This is an optimization exercise on Yosys and OpenROAD, whose aim is small area, not a production implementation. Function was checked by simulation only, so behaviour that the tests miss may differ from the original. Power figures rest on the tool's default switching activity, not on a simulated workload.

## design/flow/run.sh

```bash
#!/bin/bash
# synth_recipe.tcl (not shown) runs the flow's synth.tcl, then flattens the netlist and writes it again
# the make line also repeats each setting of config.mk as NAME=value (left out here)
make -C /OpenROAD-flow-scripts/flow DESIGN_CONFIG=/design/flow/config.mk WORK_HOME=/design/flow/orfs CLKGATE_MAP_FILE= SYNTH_SCRIPT=/design/flow/synth_recipe.tcl finish
```

## design/flow/config.mk

```make
export PLATFORM = sky130hd
export DESIGN_NAME = matx_top
export DESIGN_NICKNAME = matx_top
export VERILOG_FILES = /design/flow/design.v
export SDC_FILE = /design/flow/constraint.sdc
export NUM_CORES = 4
export LEC_CHECK = 0
export CAP_MARGIN = 20
export CORE_MARGIN = 2
export CORE_UTILIZATION = 40
export PLACE_DENSITY = 0.6
export SLEW_MARGIN = 20
```

## design/flow/constraint.sdc

```tcl
create_clock -name core_clock -period 12.0 [get_ports {clk}]
set_input_delay 2.4000 -clock core_clock [delete_from_list [all_inputs] [get_ports {clk}]]
set_output_delay 2.4000 -clock core_clock [all_outputs]
set_load 0.01 [all_outputs]
```

## design/flow/design.v

```verilog
package matx_pkg;
  typedef struct packed {
    logic       valid;
    logic [7:0] data;
  } stream_byte_t;
  typedef logic [7:0] element_t;
  typedef element_t [4*4-1:0] matrix_t;
  typedef logic [18-1:0] result_t;
  typedef result_t [4*4-1:0] result_matrix_t;
  typedef enum logic [1:0] {
    S_SCAN,
    S_LOAD,
    S_MULT,
    S_EMIT
  } ctrl_state_e;
endpackage
`timescale 1ns/1ps
module matx_ctrl (
  input  logic clk,
  input  logic reset_n,
  input  logic tag_found,
  input  logic load_done,
  input  logic mac_done,
  input  logic print_done,
  output logic scan_en,
  output logic load_en,
  output logic mac_start,
  output logic print_start,
  output logic busy
);
  matx_pkg::ctrl_state_e state;
  matx_pkg::ctrl_state_e state_next;
  always_comb begin
    state_next = state;
    case (state)
      matx_pkg::S_SCAN:
        if (tag_found) state_next = matx_pkg::S_LOAD;
      matx_pkg::S_LOAD:
        if (load_done) state_next = matx_pkg::S_MULT;
      matx_pkg::S_MULT:
        if (mac_done) state_next = matx_pkg::S_EMIT;
      matx_pkg::S_EMIT:
        if (print_done) state_next = matx_pkg::S_SCAN;
      default:
        state_next = matx_pkg::S_SCAN;
    endcase
  end
  always_ff @(posedge clk) begin
    if (!reset_n) begin
      state       <= matx_pkg::S_SCAN;
      mac_start   <= 1'b0;
      print_start <= 1'b0;
    end else begin
      state       <= state_next;
      mac_start   <= (state == matx_pkg::S_LOAD) && (state_next == matx_pkg::S_MULT);
      print_start <= (state == matx_pkg::S_MULT) && (state_next == matx_pkg::S_EMIT);
    end
  end
  assign scan_en = (state == matx_pkg::S_SCAN);
  assign load_en = (state == matx_pkg::S_LOAD);
  assign busy    = (state == matx_pkg::S_MULT) || (state == matx_pkg::S_EMIT);
endmodule
`timescale 1ns/1ps
module tag_scanner (
  input  logic         clk,
  input  logic         reset_n,
  input  logic         scan_en,
  input  matx_pkg::stream_byte_t byte_in,
  output logic         tag_found
);
  localparam logic [8*8-1:0] TAG_TEXT = "MATX_TAG";
  logic [2:0] match_idx;
  logic [7:0] expect_char;
  logic [7:0] first_char;
  assign expect_char = TAG_TEXT[8*(8-1-match_idx) +: 8];
  assign first_char  = TAG_TEXT[8*(8-1) +: 8];
  always_ff @(posedge clk) begin
    if (!reset_n) begin
      match_idx <= 3'd0;
      tag_found <= 1'b0;
    end else begin
      tag_found <= 1'b0;
      if (!scan_en) begin
        match_idx <= 3'd0;
      end else if (byte_in.valid) begin
        if (byte_in.data == expect_char) begin
          if (match_idx == 3'(8-1)) begin
            tag_found <= 1'b1;
            match_idx <= 3'd0;
          end else begin
            match_idx <= match_idx + 3'd1;
          end
        end else if (byte_in.data == first_char) begin
          match_idx <= 3'd1;
        end else begin
          match_idx <= 3'd0;
        end
      end
    end
  end
endmodule
`timescale 1ns/1ps
module hex_loader (
  input  logic         clk,
  input  logic         reset_n,
  input  logic         load_en,
  input  matx_pkg::stream_byte_t byte_in,
  output logic         load_done,
  output logic [8*4*4-1:0] a_mat,
  output logic [8*4*4-1:0] b_mat
);
  logic [5:0] char_cnt;
  logic       full;
  logic       is_line_end;
  logic       last_char;
  logic       accept;
  logic [3:0] nibble;
  logic [3:0] high_nib;
  assign is_line_end = (byte_in.data == 8'h0D) || (byte_in.data == 8'h0A);
  assign last_char   = (char_cnt == 6'(64-1));
  assign accept      = load_en && byte_in.valid && !is_line_end && !full;
  assign nibble = byte_in.data[6] ? byte_in.data[3:0] + 4'd9 : byte_in.data[3:0];
  always_ff @(posedge clk) begin
    if (!reset_n) begin
      char_cnt  <= 6'd0;
      full      <= 1'b0;
      load_done <= 1'b0;
    end else begin
      load_done <= accept && last_char;
      if (!load_en) begin
        char_cnt <= 6'd0;
        full     <= 1'b0;
      end else if (accept) begin
        char_cnt <= char_cnt + 6'd1;
        if (last_char) full <= 1'b1;
      end
    end
  end
  always_ff @(posedge clk) begin
    if (accept) begin
      if (!char_cnt[0])
        high_nib <= nibble;
      else if (!char_cnt[5])
        a_mat[8*char_cnt[4:1] +: 8] <= {high_nib, nibble};
      else
        b_mat[8*char_cnt[4:1] +: 8] <= {high_nib, nibble};
    end
  end
endmodule
`timescale 1ns/1ps
module matrix_mac (
  input  logic           clk,
  input  logic           reset_n,
  input  logic           mac_start,
  input  logic [8*4*4-1:0] a_mat,
  input  logic [8*4*4-1:0] b_mat,
  output logic           mac_done,
  output logic [18*4*4-1:0] result
);
  logic        active;
  logic        do_step;
  logic [3:0]  step;
  logic [1:0]  term;
  logic [1:0]  row;
  logic [15:0] prod [4];
  assign do_step = mac_start | active;
  assign term    = step[3:2];
  assign row     = step[1:0];
  always_ff @(posedge clk) begin
    if (!reset_n) begin
      active   <= 1'b0;
      step     <= 4'd0;
      mac_done <= 1'b0;
    end else begin
      mac_done <= do_step && (step == 4'hf);
      if (do_step) begin
        step   <= step + 4'd1;
        active <= (step != 4'hf);
      end
    end
  end
  always_comb begin
    for (int j = 0; j < 4; j++) begin
      prod[j] = a_mat[8*{row, term} +: 8] * b_mat[8*{term, 2'(j)} +: 8];
    end
  end
  always_ff @(posedge clk) begin
    if (do_step) begin
      for (int j = 0; j < 4; j++) begin
        if (term == 2'd0)
          result[18*{row, 2'(j)} +: 18] <= {2'b00, prod[j]};
        else
          result[18*{row, 2'(j)} +: 18] <=
            result[18*{row, 2'(j)} +: 18] + {2'b00, prod[j]};
      end
    end
  end
endmodule
`timescale 1ns/1ps
module result_printer (
  input  logic           clk,
  input  logic           reset_n,
  input  logic           print_start,
  input  logic [18*4*4-1:0] result,
  output matx_pkg::stream_byte_t   char_out,
  output logic           print_done
);
  logic       active;
  logic       last_char;
  logic [6:0] char_idx;
  logic [1:0] row;
  logic [4:0] pos;
  logic [4:0] offs;
  logic [1:0] col;
  logic [2:0] dig;
  matx_pkg::result_t    value;
  logic [3:0] nib;
  logic [7:0] ch;
  assign row = char_idx[6:5];
  assign pos = char_idx[4:0];
  assign offs  = pos - 5'd2;
  assign col   = 2'(offs / 5'd7);
  assign dig   = 3'(offs % 5'd7);
  assign value = result[18*{row, col} +: 18];
  always_comb begin
    case (dig)
      3'd1:    nib = value[15:12];
      3'd2:    nib = value[11:8];
      3'd3:    nib = value[7:4];
      default: nib = value[3:0];
    endcase
  end
  always_comb begin
    case (pos)
      5'd0:                             ch = "[";
      5'd1, 5'd8, 5'd15, 5'd22, 5'd28:  ch = " ";
      5'd7, 5'd14, 5'd21:               ch = ",";
      5'd29:                            ch = "]";
      5'(32-2):            ch = 8'h0D;
      5'(32-1):            ch = 8'h0A;
      default: begin
        if (dig == 3'd0)
          ch = 8'h30 + {6'b0, value[17:16]};
        else if (nib > 4'd9)
          ch = 8'h37 + {4'b0, nib};
        else
          ch = 8'h30 + {4'b0, nib};
      end
    endcase
  end
  assign last_char = (char_idx == 7'(128-1));
  always_ff @(posedge clk) begin
    if (!reset_n) begin
      active   <= 1'b0;
      char_idx <= 7'd0;
    end else if (print_start) begin
      active   <= 1'b1;
      char_idx <= 7'd0;
    end else if (active) begin
      char_idx <= char_idx + 7'd1;
      if (last_char) active <= 1'b0;
    end
  end
  assign char_out.valid = active;
  assign char_out.data  = ch;
  assign print_done     = active && last_char;
endmodule
`timescale 1ns/1ps
module matx_top (
  input  logic         clk,
  input  logic         reset_n,
  input  matx_pkg::stream_byte_t byte_in,
  output matx_pkg::stream_byte_t char_out,
  output logic         busy
);
  logic           scan_en;
  logic           load_en;
  logic           mac_start;
  logic           print_start;
  logic           tag_found;
  logic           load_done;
  logic           mac_done;
  logic           print_done;
  logic [8*4*4-1:0] a_mat;
  logic [8*4*4-1:0] b_mat;
  logic [18*4*4-1:0] result;
  matx_ctrl u_ctrl (
    .clk         (clk),
    .reset_n     (reset_n),
    .tag_found   (tag_found),
    .load_done   (load_done),
    .mac_done    (mac_done),
    .print_done  (print_done),
    .scan_en     (scan_en),
    .load_en     (load_en),
    .mac_start   (mac_start),
    .print_start (print_start),
    .busy        (busy)
  );
  tag_scanner u_tag_scanner (
    .clk       (clk),
    .reset_n   (reset_n),
    .scan_en   (scan_en),
    .byte_in   (byte_in),
    .tag_found (tag_found)
  );
  hex_loader u_hex_loader (
    .clk       (clk),
    .reset_n   (reset_n),
    .load_en   (load_en),
    .byte_in   (byte_in),
    .load_done (load_done),
    .a_mat     (a_mat),
    .b_mat     (b_mat)
  );
  matrix_mac u_matrix_mac (
    .clk       (clk),
    .reset_n   (reset_n),
    .mac_start (mac_start),
    .a_mat     (a_mat),
    .b_mat     (b_mat),
    .mac_done  (mac_done),
    .result    (result)
  );
  result_printer u_result_printer (
    .clk         (clk),
    .reset_n     (reset_n),
    .print_start (print_start),
    .result      (result),
    .char_out    (char_out),
    .print_done  (print_done)
  );
endmodule
```

==> impl_metrics.csv <==
group,metric,value,unit
final_layout,syn_to_final_growth,10.6,%
synth,synth_nets,4927,
pwr,internal-power,3.53,mW
grt,grt_pass1_vias,38145,
synth,synth_adder_area_share,13.0,%
floorplan,die_y,344,µm
clocking,clock_latency,0.72,ns
clocking,ctsHoldBuffers,0,
grt,grt_overflow,0,
floorplan,die_x,344,µm
pwr,combPwrFrac,0.8,%
setup_path,cp.required,9.60,ns
setup_path,cpPeakStageDelay,0.64,ns
timing,hold_viol_final,0,
hold_path,min_path_type,"reg2reg",
final_layout,final_util,44.6,%
synth,syn_area_per_cell,10.2,µm²
clocking,cts_sinks,578,
timing,clock_skew,0.0435,ns
setup_path,cp.arrival,8.46,ns
placed_design,place_hpwl,161000,µm
timing,timing_worst_slew_pin_value,1.27,ns
floorplan,initial_utilization,40.3,%
setup_path,cp_common_cell,"ha_1",
setup_path,path_max_fanout,20,
setup_path,criticalPathCategory,"reg2out",
grt,grt_max_degree,87,
timing,finalCriticalPeriod,10.86,ns
synth,synth_xor_area_share,2.37,%
synth,ys_warn_count,6,
timing,rsz0062_at_grt,"false",
detailed_routing,dr.pass1.iters,9,
pwr,powerDensity,89.9,nW/µm²
synth,synthArstFlopShare,0,%
timing,period_share,90.5,%
run_status,status,"timing/DRC/antenna clean",
setup_path,crit_path_end_kind,"output port",
timing,slew_headroom,14.9,%
timing,slew_violations,0,
floorplan,ios,21,
setup_path,start_kind,"flop",
synth,ys_types,95,
clocking,cts_tree,"built",
detailed_routing,post_drt_wl_per_cell,36.9,µm
detailed_routing,routed_via_density,6.68,
clocking,postCtsSetupBuffers,0,
clocking,cts_root_buffer,"clkbuf_16",
placed_design,place_congestion,1.12,
synth,synth_area,46200,µm²
pwr,total_power,4.59,mW
final_layout,nets,4888,
detailed_routing,num_vias,40650,
synth,synth_compound_area_share,14.9,%
timing,fin_tns_setup,0,ns
timing,worst_slack,1.14,ns
setup_path,rrSetupSlack,2.31,ns
synth,synth-simple-area-share,12.9,%
floorplan,placementRows,124,
timing,finalSetupViolCount,0,
timing,fmax,92.1,MHz
pwr,leakagePower,17.7,nW
clocking,htree_levels,3,
pwr,power.switching,1.07,mW
placed_design,dp_slack,1.97,ns
detailed_routing,drt_iter0_drc,5818,
synth,synthMuxAreaShare,15.1,%
timing,whs,0.467,ns
pwr,share_seq_of_total_power,47.3,%
clocking,clk_pin_slew,0.05,ns
synth,seq_area_frac_synth,36.9,%
detailed_routing,drc_errors,0,
synth,synth_cells,4526,
clocking,cts_made_buffers,74,
pwr,ir_worst_vdd,0.128,mV
floorplan,die-area,118000,µm²
detailed_routing,ant_nets,0,
synth,ys.flop_type,"edfxtp_1",
grt,antenna_found_initial,26,
synth,synth_edf_count,548,
detailed_routing,routed_wirelength,225000,µm
synth,ys_seq_elements,578,
pwr,power_frac_clock,51.9,%
final_layout,layout-drive-gt1-share,16.5,%
grt,track_usage,37.9,%
pwr,swShare,23.2,%
job,drv_cap,0,
grt,grt_pass1_wl,311000,µm
placed_design,port_buffers,19,
setup_path,cp_slowest_cell,"dfxtp_1",
clocking,clk_path_buf_depth,3,
floorplan,core,115000,µm²
synth,synth_top_family_by_area,"multiplexers",
clocking,cts_resized,0,
final_layout,nFillCells,10934,
## metal layers
| metal | vias to the layer above | track usage [%] | part of all wire [%] |
|---|---|---|---|
| met1 | 20198 | 46.6 | 37 |
| li1 | 16705 | - | - |
| met4 | 26 | 28.3 | 9.6 |
| met3 | 867 | 12.8 | 11 |
| met5 | - | 0 | 0.076 |
| met2 | 2854 | 55.1 | 42 |
## flip-flops by register name, summed over array words and instances, names as in the netlist
signal	count
u_ctrl.mac_start	1
u_matrix_mac.result	288
u_tag_scanner.match_idx	3
u_hex_loader.char_cnt	6
u_result_printer.active	1
u_ctrl.print_start	1
u_matrix_mac.step	4
u_hex_loader.load_done	1
u_hex_loader.a_mat	128
u_hex_loader.high_nib	4
u_hex_loader.full	1
u_tag_scanner.tag_found	1
u_matrix_mac.active	1
u_ctrl.state	2
u_result_printer.char_idx	7
u_matrix_mac.mac_done	1
u_hex_loader.b_mat	128
## critical path: cells and delay by family, from the launching register on
kind / cells / cell delay (ns)
AND/OR/NAND/NOR: 8 / 2.13
buffers and inverters: 5 / 1.24
flip-flops: 1 / 0.64
adder cells (fa/ha/maj): 4 / 1.29
AO/OA/AOI/OAI: 7 / 1.81
multiplexers: 1 / 0.58
## synthesized netlist by cell type, drive strengths merged (78+ instances only)
cell type	instances	area [µm²]
a21oi	236	1200
a22oi	81	608
clkbuf	204	766
edfxtp	548	16500
fa	148	2960
ha	242	3030
inv	292	1100
mux2	245	2760
mux2i	90	901
mux4	148	3330
nand2	488	1830
nor2	475	1790
o21ai	223	1120
o22ai	78	494
xnor2	90	796
## final timing paths
path                                startpoint                       end  depth (start not counted)
setup reg to reg          u_matrix_mac.step[0]  u_matrix_mac.result[229]                         31
hold / removal               u_hex_loader.full         u_hex_loader.full                          2
hold reg to reg              u_hex_loader.full         u_hex_loader.full                          2
setup / recovery  u_result_printer.char_idx[1]               char_out[1]                         25
## cell families (layout without fill, tap and decap cells)
group	after synthesis	count (layout)
compound gates	1031	1031
other cells	1	24
fa+ha+maj	390	390
xor+xnor	124	124
mux	483	483
buf+inv	566	586
flops	578	578
simple gates	1353	1353
## power groups by stage
stage / combinational (mW) / sequential, mW / clock, mW
6_report: 0.0367 / 2.17 / 2.38
5_1_grt: 0.0387 / 2.17 / 2.46
4_1_cts: 0.0368 / 2.17 / 2.39
3_5_place_dp: 0.0367 / 2.22 / 0
3_3_place_gp: 0.0363 / 2.22 / 0
2_1_floorplan: 0.0193 / 2.22 / 0
## layout make-up
cell class,instances,area [µm²],area share [%]
Antenna cell,23,57.6,0.113
Clock buffer,85,1920,3.77
Clock inverter,50,592,1.16
Inverter,298,1120,2.19
Multi-Input combinational cell,3382,27200,53.2
Sequential cell,578,17100,33.4
Tap cell,1512,1890,3.70
Timing Repair Buffer,153,1280,2.50
## through the flow
| step | std cells | cell area, µm² |
|---|---|---|
| final | 6081 | 51100 |
| after global routing | 6060 | 51100 |
| after CTS | 6054 | 50900 |
| after detailed placement | 5919 | 48400 |
| after global placement | 5918 | 48400 |
| after floorplan | 4526 | 46200 |
## layout by cell type, fill, tap and decap left out, types with 19 or more instances in the layout
master | synthesis | routed
o2bb2ai_1 | 19 | 19
a31oi_1 | 19 | 19
or3_1 | 20 | 20
mux2i_1 | 90 | 86
mux4_2 | 148 | 148
clkdlybuf4s50_1 | 0 | 19
clkbuf_16 | 0 | 75
xnor2_1 | 89 | 85
nand2b_1 | 47 | 47
nand3_1 | 76 | 74
a21o_1 | 33 | 32
a21oi_1 | 234 | 229
o221ai_1 | 47 | 47
edfxtp_1 | 548 | 548
nor2b_1 | 39 | 39
ha_1 | 242 | 239
o21ai_0 | 208 | 200
clkinv_1 | 6 | 19
a32oi_1 | 22 | 22
xor2_1 | 34 | 34
a22o_1 | 25 | 25
fa_1 | 148 | 148
dfxtp_1 | 30 | 25
or2_2 | 22 | 20
mux2_2 | 244 | 244
and2_1 | 36 | 36
a22oi_1 | 81 | 80
nor3_1 | 73 | 66
o21bai_1 | 30 | 30
nor2_1 | 473 | 458
diode_2 | 0 | 23
o211ai_1 | 26 | 26
buf_4 | 5 | 127
o22ai_1 | 77 | 77
nand2_1 | 488 | 485
inv_1 | 291 | 291
and3_1 | 31 | 30
o21a_1 | 31 | 31

-- afterwards: timing with drivers on the ports --
No port has a modelled driver above. Below, the same layout with a new extraction and two added sets of constraints. Step 1: set_driving_cell puts a clkbuf_16 on clk and a buf_2 on each other input, an assumption about the parent block. Step 2 moves the port delays by t, midway between the first and last clock arrival at a register: inputs arrive t later, outputs are due t later. That takes back most of the time a late clock gives input paths. a / b / c = no drivers / after step 1 / after step 2; a / b = the first two.
t, ns: 0.773
slack for setup (ns): 1.138 / 1.068 / 1.841
cell pins on the clock port's net: 1
After both steps setup and hold are still met in this run. The setup slack of this run moves by -0.070 ns with the drivers and by +0.703 ns with both steps.
